From an optimization exercise on the open Yosys and OpenROAD flow, aimed at a short achievable clock period and few clock cycles per item; shortcuts taken in it are not production practice. Function was checked by simulation only, so behaviour that the tests miss may differ from the original.

==> run H: inputs <==
## modular_exponentiation_unit
module modular_exponentiation_unit
#(
    parameter int VALUE_WIDTH = 32
) (
    input  wire logic                   i_clk,
    input  wire logic                   i_rst_n,
    input  wire logic                   i_start,
    input  wire logic [VALUE_WIDTH-1:0] i_base_value,
    input  wire logic                   i_is_last,
    output logic                        o_busy,
    output logic                        o_done,
    output logic [VALUE_WIDTH-1:0]      o_power_value,
    output logic                        o_last_out,
    input  wire logic                   i_cfg_we,
    input  wire logic [modexp_pkg::CFG_IDX_W-1:0]  i_cfg_index,
    input  wire logic [modexp_pkg::CFG_DATA_W-1:0] i_cfg_data
);
make LEC_CHECK=0 CAP_MARGIN=20 CORE_MARGIN=2 CORE_UTILIZATION=25 MIN_ROUTING_LAYER=met2 PLACE_DENSITY=0.35 SETUP_SLACK_MARGIN=2.6 SLEW_MARGIN=20 finish   # period 9.0 ns
run.sh (not shown) runs the stock make flow with config.mk's settings and CLKGATE_MAP_FILE= SYNTH_SCRIPT=/design/flow/synth_recipe.tcl, a recipe that flattens the netlist after the stock synthesis.
==> inputs of run B, as changes to run H <==
CORE_UTILIZATION = 30   (was 25)
PLACE_DENSITY = 0.45   (was 0.35)
SETUP_SLACK_MARGIN = 1.5   (was 2.6)
==> impl_metrics.yaml <==
clocking:
  post_cts.resized_instances: 428
  cts_setup_buffers: 139
  cts_inserted_buffers: 600
status:
  run.stop_error: "[ERROR GRT-0116] Global routing finished with congestion. Check the congestion regions in the DRC Viewer."
  lastStage: "global routing"
  status: "stopped before the end"
floorplan:
  floorplan.die.width_mm: 1.15
  die_h_mm: 1.15
  initial_core_util_pct: 30.0
place:
  numPlacedInstances: 59979
  place.detailed.hpwl_mm: 2760
  gpl.final_weighted_congestion: 1.37
  placement.cell_area_mm2: 0.445
synth:
  synth-warning-count: 13
# the run above: run B

==> impl_metrics.yaml <==
status:
  status: "stopped before the end"
  run.stop_error: "[ERROR GRT-0116] Global routing finished with congestion. Check the congestion regions in the DRC Viewer."
  lastStage: "global routing"
synth:
  synth-warning-count: 13
place:
  gpl.final_weighted_congestion: 1.28
  place.detailed.hpwl_mm: 3010
  numPlacedInstances: 63736
  placement.cell_area_mm2: 0.452
floorplan:
  initial_core_util_pct: 25.0
  floorplan.die.width_mm: 1.26
  die_h_mm: 1.26
clocking:
  post_cts.resized_instances: 471
  cts_inserted_buffers: 627
  cts_setup_buffers: 192
# the run above: run H

Testbench counts of run H, summed over its fixed seeds: cycles 17,616, items 256.
Testbench counts of run B, summed over its fixed seeds: cycles 17,616, items 256.

==> inputs of v9 <==
Another version of the RTL of modular_exponentiation_unit (not shown whole).
Design modular_exponentiation_unit, start of the top module:
module modular_exponentiation_unit
#(
    parameter int VALUE_WIDTH = 32
) (
    input  wire logic                   i_clk,
    input  wire logic                   i_rst_n,
    input  wire logic                   i_start,
    input  wire logic [VALUE_WIDTH-1:0] i_base_value,
    input  wire logic                   i_is_last,
    output logic                        o_busy,
    output logic                        o_done,
    output logic [VALUE_WIDTH-1:0]      o_power_value,
    output logic                        o_last_out,
    input  wire logic                   i_cfg_we,
    input  wire logic [modexp_pkg::CFG_IDX_W-1:0]  i_cfg_index,
    input  wire logic [modexp_pkg::CFG_DATA_W-1:0] i_cfg_data
);
    logic [VALUE_WIDTH-1:0] r_exponent, r_modulus;
    logic [VALUE_WIDTH+1:0] r_modulus3;    
    modexp_pkg::t_dp_cmd                cmd;
    modexp_pkg::t_dp_stat               stat;
    always_ff @(posedge i_clk) begin
        if (!i_rst_n) begin
            r_exponent <= modexp_pkg::EXPONENT_RESET[VALUE_WIDTH-1:0];
            r_modulus  <= modexp_pkg::MODULUS_RESET[VALUE_WIDTH-1:0];
            r_modulus3 <= (VALUE_WIDTH+2)'(modexp_pkg::MODULUS_RESET[VALUE_WIDTH-1:0]) * (VALUE_WIDTH+2)'(3);
        end else if (i_cfg_we) begin
            case (i_cfg_index)
                modexp_pkg::CFG_EXPONENT: r_exponent <= i_cfg_data[VALUE_WIDTH-1:0];
                modexp_pkg::CFG_MODULUS: begin
                    r_modulus  <= i_cfg_data[VALUE_WIDTH-1:0];
  ...
Settings: LEC_CHECK=0, CAP_MARGIN=20, CORE_MARGIN=2, CORE_UTILIZATION=40, SETUP_SLACK_MARGIN=1.0, SLEW_MARGIN=20; clock period 9.0 ns.
==> v37 (differences from v9) <==
--- a/flow/design.v
+++ b/flow/design.v
@@ -164,26 +164,25 @@
     input  wire logic                   i_clk,
     input  wire logic                   i_rst_n,
     input  modexp_pkg::t_dp_cmd         i_cmd,
     input  wire logic [VALUE_WIDTH-1:0] i_base_value,
     input  wire logic                   i_is_last,
     input  wire logic [VALUE_WIDTH-1:0] i_exponent,
     input  wire logic [VALUE_WIDTH-1:0] i_modulus,
-    input  wire logic [VALUE_WIDTH+1:0] i_modulus3,
     output modexp_pkg::t_dp_stat        o_stat,
     output logic [VALUE_WIDTH-1:0]      o_power_value,
     output logic                        o_last_out
 );
     localparam int W = VALUE_WIDTH;
     logic [W-1:0]   r_base, r_exp, r_acc, r_sq, r_rem, r_result;
     logic [2*W-1:0] r_prod;
     logic           r_last, r_last_out;
     logic [W-1:0]   mul_a, mul_b, rem_next;
-    logic [W-1:0]   rem_s [0:2];
-    logic [W+2:0]   t_s [0:1], d1_s [0:1], d2_s [0:1], d3_s [0:1];
+    logic [W-1:0]   rem_s [0:4];
+    logic [W:0]     trial_s [0:3];
     logic [2*W-1:0] prod;
     logic [W:0]     trial;
     always_comb begin
         case (i_cmd.op)
             modexp_pkg::MUL_BASE: begin
                 mul_a = r_base;
                 mul_b = W'(1);
@@ -199,29 +198,24 @@
             default: begin
                 mul_a = r_sq;
                 mul_b = r_sq;
             end
         endcase
     end
     assign prod = (2*W)'(mul_a) * (2*W)'(mul_b);
-    assign trial = {r_rem, r_prod[2*W-1]};
+    assign trial = trial_s[0];
     always_comb begin
         rem_s[0] = r_rem;
-        for (int k = 0; k < 2; k++) begin
-            t_s[k]  = {1'b0, rem_s[k], r_prod[2*W-1-2*k], r_prod[2*W-2-2*k]};
-            d1_s[k] = t_s[k] - {3'b0, i_modulus};
-            d2_s[k] = t_s[k] - {2'b0, i_modulus, 1'b0};
-            d3_s[k] = t_s[k] - {1'b0, i_modulus3};
-            if (!d3_s[k][W+2])      rem_s[k+1] = d3_s[k][W-1:0];
-            else if (!d2_s[k][W+2]) rem_s[k+1] = d2_s[k][W-1:0];
-            else if (!d1_s[k][W+2]) rem_s[k+1] = d1_s[k][W-1:0];
-            else                    rem_s[k+1] = t_s[k][W-1:0];
+        for (int k = 0; k < 4; k++) begin
+            trial_s[k]  = {rem_s[k], r_prod[2*W-1-k]};
+            rem_s[k+1]  = (trial_s[k] >= {1'b0, i_modulus}) ? W'(trial_s[k] - {1'b0, i_modulus})
+                                                            : trial_s[k][W-1:0];
         end
     end
-    assign rem_next = rem_s[2];
+    assign rem_next = rem_s[4];
     always_ff @(posedge i_clk) begin
         if (i_cmd.load) begin
             r_base <= i_base_value;
             r_exp  <= i_exponent;
             r_acc  <= W'(1);
             r_last <= i_is_last;
         end
@@ -276,30 +270,24 @@
     output logic [VALUE_WIDTH-1:0]      o_power_value,
     output logic                        o_last_out,
     input  wire logic                   i_cfg_we,
     input  wire logic [modexp_pkg::CFG_IDX_W-1:0]  i_cfg_index,
     input  wire logic [modexp_pkg::CFG_DATA_W-1:0] i_cfg_data
 );
     logic [VALUE_WIDTH-1:0] r_exponent, r_modulus;
-    logic [VALUE_WIDTH+1:0] r_modulus3;    
     modexp_pkg::t_dp_cmd                cmd;
     modexp_pkg::t_dp_stat               stat;
     always_ff @(posedge i_clk) begin
         if (!i_rst_n) begin
             r_exponent <= modexp_pkg::EXPONENT_RESET[VALUE_WIDTH-1:0];
             r_modulus  <= modexp_pkg::MODULUS_RESET[VALUE_WIDTH-1:0];
-            r_modulus3 <= (VALUE_WIDTH+2)'(modexp_pkg::MODULUS_RESET[VALUE_WIDTH-1:0]) * (VALUE_WIDTH+2)'(3);
         end else if (i_cfg_we) begin
             case (i_cfg_index)
                 modexp_pkg::CFG_EXPONENT: r_exponent <= i_cfg_data[VALUE_WIDTH-1:0];
-                modexp_pkg::CFG_MODULUS: begin
-                    r_modulus  <= i_cfg_data[VALUE_WIDTH-1:0];
-                    r_modulus3 <= (VALUE_WIDTH+2)'(i_cfg_data[VALUE_WIDTH-1:0])
-                                + (VALUE_WIDTH+2)'({i_cfg_data[VALUE_WIDTH-1:0], 1'b0});
-                end
+                modexp_pkg::CFG_MODULUS:  r_modulus  <= i_cfg_data[VALUE_WIDTH-1:0];
                 default: ;
             endcase
         end
     end
     modexp_ctrl #(
         .VALUE_WIDTH(VALUE_WIDTH)
     ) u_ctrl (
@@ -317,14 +305,13 @@
         .i_clk         (i_clk),
         .i_rst_n       (i_rst_n),
         .i_cmd         (cmd),
         .i_base_value  (i_base_value),
         .i_is_last     (i_is_last),
         .i_exponent    (r_exponent),
         .i_modulus     (r_modulus),
-        .i_modulus3    (r_modulus3),
         .o_stat        (stat),
         .o_power_value (o_power_value),
         .o_last_out    (o_last_out)
     );
 endmodule
 `default_nettype wire
--- a/flow/config.mk
+++ b/flow/config.mk
@@ -4,9 +4,8 @@
 export VERILOG_FILES = /design/flow/design.v
 export SDC_FILE = /design/flow/constraint.sdc
 export NUM_CORES = 4
 export LEC_CHECK = 0
 export CAP_MARGIN = 20
 export CORE_MARGIN = 2
 export CORE_UTILIZATION = 40
-export SETUP_SLACK_MARGIN = 1.0
 export SLEW_MARGIN = 20
==> v24 (differences from v9) <==
--- a/flow/design.v
+++ b/flow/design.v
@@ -44,15 +44,15 @@
     input  wire logic     i_start,
     input  modexp_pkg::t_dp_stat i_stat,
     output modexp_pkg::t_dp_cmd  o_cmd,
     output logic          o_busy,
     output logic          o_done
 );
     localparam int CNT_W = $clog2(2 * VALUE_WIDTH);
-    localparam logic [CNT_W-1:0] CNT_LAST = CNT_W'(VALUE_WIDTH / 2 - 1);
+    localparam logic [CNT_W-1:0] CNT_LAST = CNT_W'(VALUE_WIDTH - 1);
     typedef enum logic [2:0] {
         S_IDLE,
         S_CHECK,
         S_MUL,
         S_RED,
         S_WB,
         S_BIT,
@@ -164,28 +164,25 @@
     input  wire logic                   i_clk,
     input  wire logic                   i_rst_n,
     input  modexp_pkg::t_dp_cmd         i_cmd,
     input  wire logic [VALUE_WIDTH-1:0] i_base_value,
     input  wire logic                   i_is_last,
     input  wire logic [VALUE_WIDTH-1:0] i_exponent,
     input  wire logic [VALUE_WIDTH-1:0] i_modulus,
-    input  wire logic [VALUE_WIDTH+1:0] i_modulus3,
     output modexp_pkg::t_dp_stat        o_stat,
     output logic [VALUE_WIDTH-1:0]      o_power_value,
     output logic                        o_last_out
 );
     localparam int W = VALUE_WIDTH;
     logic [W-1:0]   r_base, r_exp, r_acc, r_sq, r_rem, r_result;
     logic [2*W-1:0] r_prod;
     logic           r_last, r_last_out;
-    logic [W-1:0]   mul_a, mul_b, rem_next;
-    logic [W-1:0]   rem_s [0:2];
-    logic [W+2:0]   t_s [0:1], d1_s [0:1], d2_s [0:1], d3_s [0:1];
+    logic [W-1:0]   mul_a, mul_b, rem_mid, rem_next;
     logic [2*W-1:0] prod;
-    logic [W:0]     trial;
+    logic [W:0]     trial, trial2;
     always_comb begin
         case (i_cmd.op)
             modexp_pkg::MUL_BASE: begin
                 mul_a = r_base;
                 mul_b = W'(1);
             end
             modexp_pkg::MUL_ACC_SQ: begin
@@ -199,42 +196,33 @@
             default: begin
                 mul_a = r_sq;
                 mul_b = r_sq;
             end
         endcase
     end
     assign prod = (2*W)'(mul_a) * (2*W)'(mul_b);
-    assign trial = {r_rem, r_prod[2*W-1]};
-    always_comb begin
-        rem_s[0] = r_rem;
-        for (int k = 0; k < 2; k++) begin
-            t_s[k]  = {1'b0, rem_s[k], r_prod[2*W-1-2*k], r_prod[2*W-2-2*k]};
-            d1_s[k] = t_s[k] - {3'b0, i_modulus};
-            d2_s[k] = t_s[k] - {2'b0, i_modulus, 1'b0};
-            d3_s[k] = t_s[k] - {1'b0, i_modulus3};
-            if (!d3_s[k][W+2])      rem_s[k+1] = d3_s[k][W-1:0];
-            else if (!d2_s[k][W+2]) rem_s[k+1] = d2_s[k][W-1:0];
-            else if (!d1_s[k][W+2]) rem_s[k+1] = d1_s[k][W-1:0];
-            else                    rem_s[k+1] = t_s[k][W-1:0];
-        end
-    end
-    assign rem_next = rem_s[2];
+    assign trial    = {r_rem, r_prod[2*W-1]};
+    assign rem_mid  = (trial >= {1'b0, i_modulus}) ? W'(trial - {1'b0, i_modulus})
+                                                   : trial[W-1:0];
+    assign trial2   = {rem_mid, r_prod[2*W-2]};
+    assign rem_next = (trial2 >= {1'b0, i_modulus}) ? W'(trial2 - {1'b0, i_modulus})
+                                                    : trial2[W-1:0];
     always_ff @(posedge i_clk) begin
         if (i_cmd.load) begin
             r_base <= i_base_value;
             r_exp  <= i_exponent;
             r_acc  <= W'(1);
             r_last <= i_is_last;
         end
         if (i_cmd.mul) begin
             r_prod <= prod;
             r_rem  <= '0;
         end
         if (i_cmd.red) begin
-            r_prod <= {r_prod[2*W-5:0], 4'b0000};
+            r_prod <= {r_prod[2*W-3:0], 2'b00};
             r_rem  <= rem_next;
         end
         if (i_cmd.wb) begin
             if (i_cmd.op == modexp_pkg::MUL_ACC_SQ) begin
                 r_acc <= r_rem;
             end else begin
                 r_sq <= r_rem;
@@ -276,30 +264,24 @@
     output logic [VALUE_WIDTH-1:0]      o_power_value,
     output logic                        o_last_out,
     input  wire logic                   i_cfg_we,
     input  wire logic [modexp_pkg::CFG_IDX_W-1:0]  i_cfg_index,
     input  wire logic [modexp_pkg::CFG_DATA_W-1:0] i_cfg_data
 );
     logic [VALUE_WIDTH-1:0] r_exponent, r_modulus;
-    logic [VALUE_WIDTH+1:0] r_modulus3;    
     modexp_pkg::t_dp_cmd                cmd;
     modexp_pkg::t_dp_stat               stat;
     always_ff @(posedge i_clk) begin
         if (!i_rst_n) begin
             r_exponent <= modexp_pkg::EXPONENT_RESET[VALUE_WIDTH-1:0];
             r_modulus  <= modexp_pkg::MODULUS_RESET[VALUE_WIDTH-1:0];
-            r_modulus3 <= (VALUE_WIDTH+2)'(modexp_pkg::MODULUS_RESET[VALUE_WIDTH-1:0]) * (VALUE_WIDTH+2)'(3);
         end else if (i_cfg_we) begin
             case (i_cfg_index)
                 modexp_pkg::CFG_EXPONENT: r_exponent <= i_cfg_data[VALUE_WIDTH-1:0];
-                modexp_pkg::CFG_MODULUS: begin
-                    r_modulus  <= i_cfg_data[VALUE_WIDTH-1:0];
-                    r_modulus3 <= (VALUE_WIDTH+2)'(i_cfg_data[VALUE_WIDTH-1:0])
-                                + (VALUE_WIDTH+2)'({i_cfg_data[VALUE_WIDTH-1:0], 1'b0});
-                end
+                modexp_pkg::CFG_MODULUS:  r_modulus  <= i_cfg_data[VALUE_WIDTH-1:0];
                 default: ;
             endcase
         end
     end
     modexp_ctrl #(
         .VALUE_WIDTH(VALUE_WIDTH)
     ) u_ctrl (
@@ -317,14 +299,13 @@
         .i_clk         (i_clk),
         .i_rst_n       (i_rst_n),
         .i_cmd         (cmd),
         .i_base_value  (i_base_value),
         .i_is_last     (i_is_last),
         .i_exponent    (r_exponent),
         .i_modulus     (r_modulus),
-        .i_modulus3    (r_modulus3),
         .o_stat        (stat),
         .o_power_value (o_power_value),
         .o_last_out    (o_last_out)
     );
 endmodule
 `default_nettype wire
--- a/flow/config.mk
+++ b/flow/config.mk
@@ -4,9 +4,8 @@
 export VERILOG_FILES = /design/flow/design.v
 export SDC_FILE = /design/flow/constraint.sdc
 export NUM_CORES = 4
 export LEC_CHECK = 0
 export CAP_MARGIN = 20
 export CORE_MARGIN = 2
 export CORE_UTILIZATION = 40
-export SETUP_SLACK_MARGIN = 1.0
 export SLEW_MARGIN = 20
==> impl_metrics.ini <==
[outcome]
status = complete, but fails checks
so.violations = setup timing

[timing]
setup_violations = 32
final_worst_path_setup_slack_ns = -1.645
max_clock_freq_mhz = 93.94

[critical_path]
reg2reg_from = u_dp.r_rem[7]$_SDFFCE_PN0P_

[routing]
average_routed_wire_per_standard_cell_um = 23.48
vias_per_cell = 5.309

[finish]
final_core_utilization_pct = 51.19

[synth]
postSynthNetCount = 7446
(the above is from v37)
==> impl_metrics.ini <==
[outcome]
status = complete, no violations

[finish]
seq_area_um2 = 9572
final_core_utilization_pct = 47.70

[critical_path]
reg2reg_from = u_ctrl.r_op[1]$_SDFFE_PN0P_
startpoint = u_ctrl.r_op[1]$_SDFFE_PN0P_

[routing]
vias_per_cell = 5.728
average_routed_wire_per_standard_cell_um = 26.34

[timing]
setup_violations = 0
final_worst_path_setup_slack_ns = 0.4962
max_clock_freq_mhz = 117.6

[synth]
postSynthNetCount = 8194
(the above is from v9)
==> impl_metrics.ini <==
[outcome]
status = complete, no violations

[critical_path]
worstSetupPathDepth = 29
reg2reg_from = u_ctrl.r_op[1]$_SDFFE_PN0P_
worst-path-buf-inv = 7

[synth]
postSynthNetCount = 6713

[routing]
average_routed_wire_per_standard_cell_um = 24.31

[timing]
max_clock_freq_mhz = 114.6
grt_setup_unrepaired = false
setup_violations = 0

[finish]
final_core_utilization_pct = 44.99
multiInputCombCellCount = 3863
(the above is from v24)
Testbench counts of v9, summed over its fixed seeds: cycles 235,544, items 256.
Testbench counts of v37, summed over its fixed seeds: cycles 235,544, items 256.
Testbench counts of v24, summed over its fixed seeds: cycles 430,168, items 256.

## static timing again, ports no longer ideal
How much do the figures lean on ideal ports? The routed layouts below were timed once more, with nothing changed but the port constraints. Step 1 (the two cells are an assumption about what drives the block):
set clk [get_ports {i_clk}]
set_driving_cell -lib_cell sky130_fd_sc_hd__clkbuf_16 $clk
set_driving_cell -lib_cell sky130_fd_sc_hd__buf_2 [delete_from_list [all_inputs] $clk]
Step 2 times the ports against the registers' clock, not the clock port: input delays grow and output delays shrink by t, the midpoint of the rising clock arrivals with the driver on. a / b / c = ideal ports / drivers / drivers and shift; a / b = the first two.
run | shift t [ns] | setup WS [ns] | hold slack, ns | worst data-port slew with drivers (ns) | pins driven straight from the clock port
v9 | 0.724 | 0.496 / 0.496 / 0.496 | 0.429 / 0.429 / 0.429 | 0.14 | 1
v37 | 0.706 | -1.645 / -1.645 / -1.645 | 0.431 / 0.431 / 0.431 | 0.08 | 1
v24 | 0.657 | 0.278 / 0.278 / 0.278 | 0.426 / 0.426 / 0.426 | 0.05 | 1
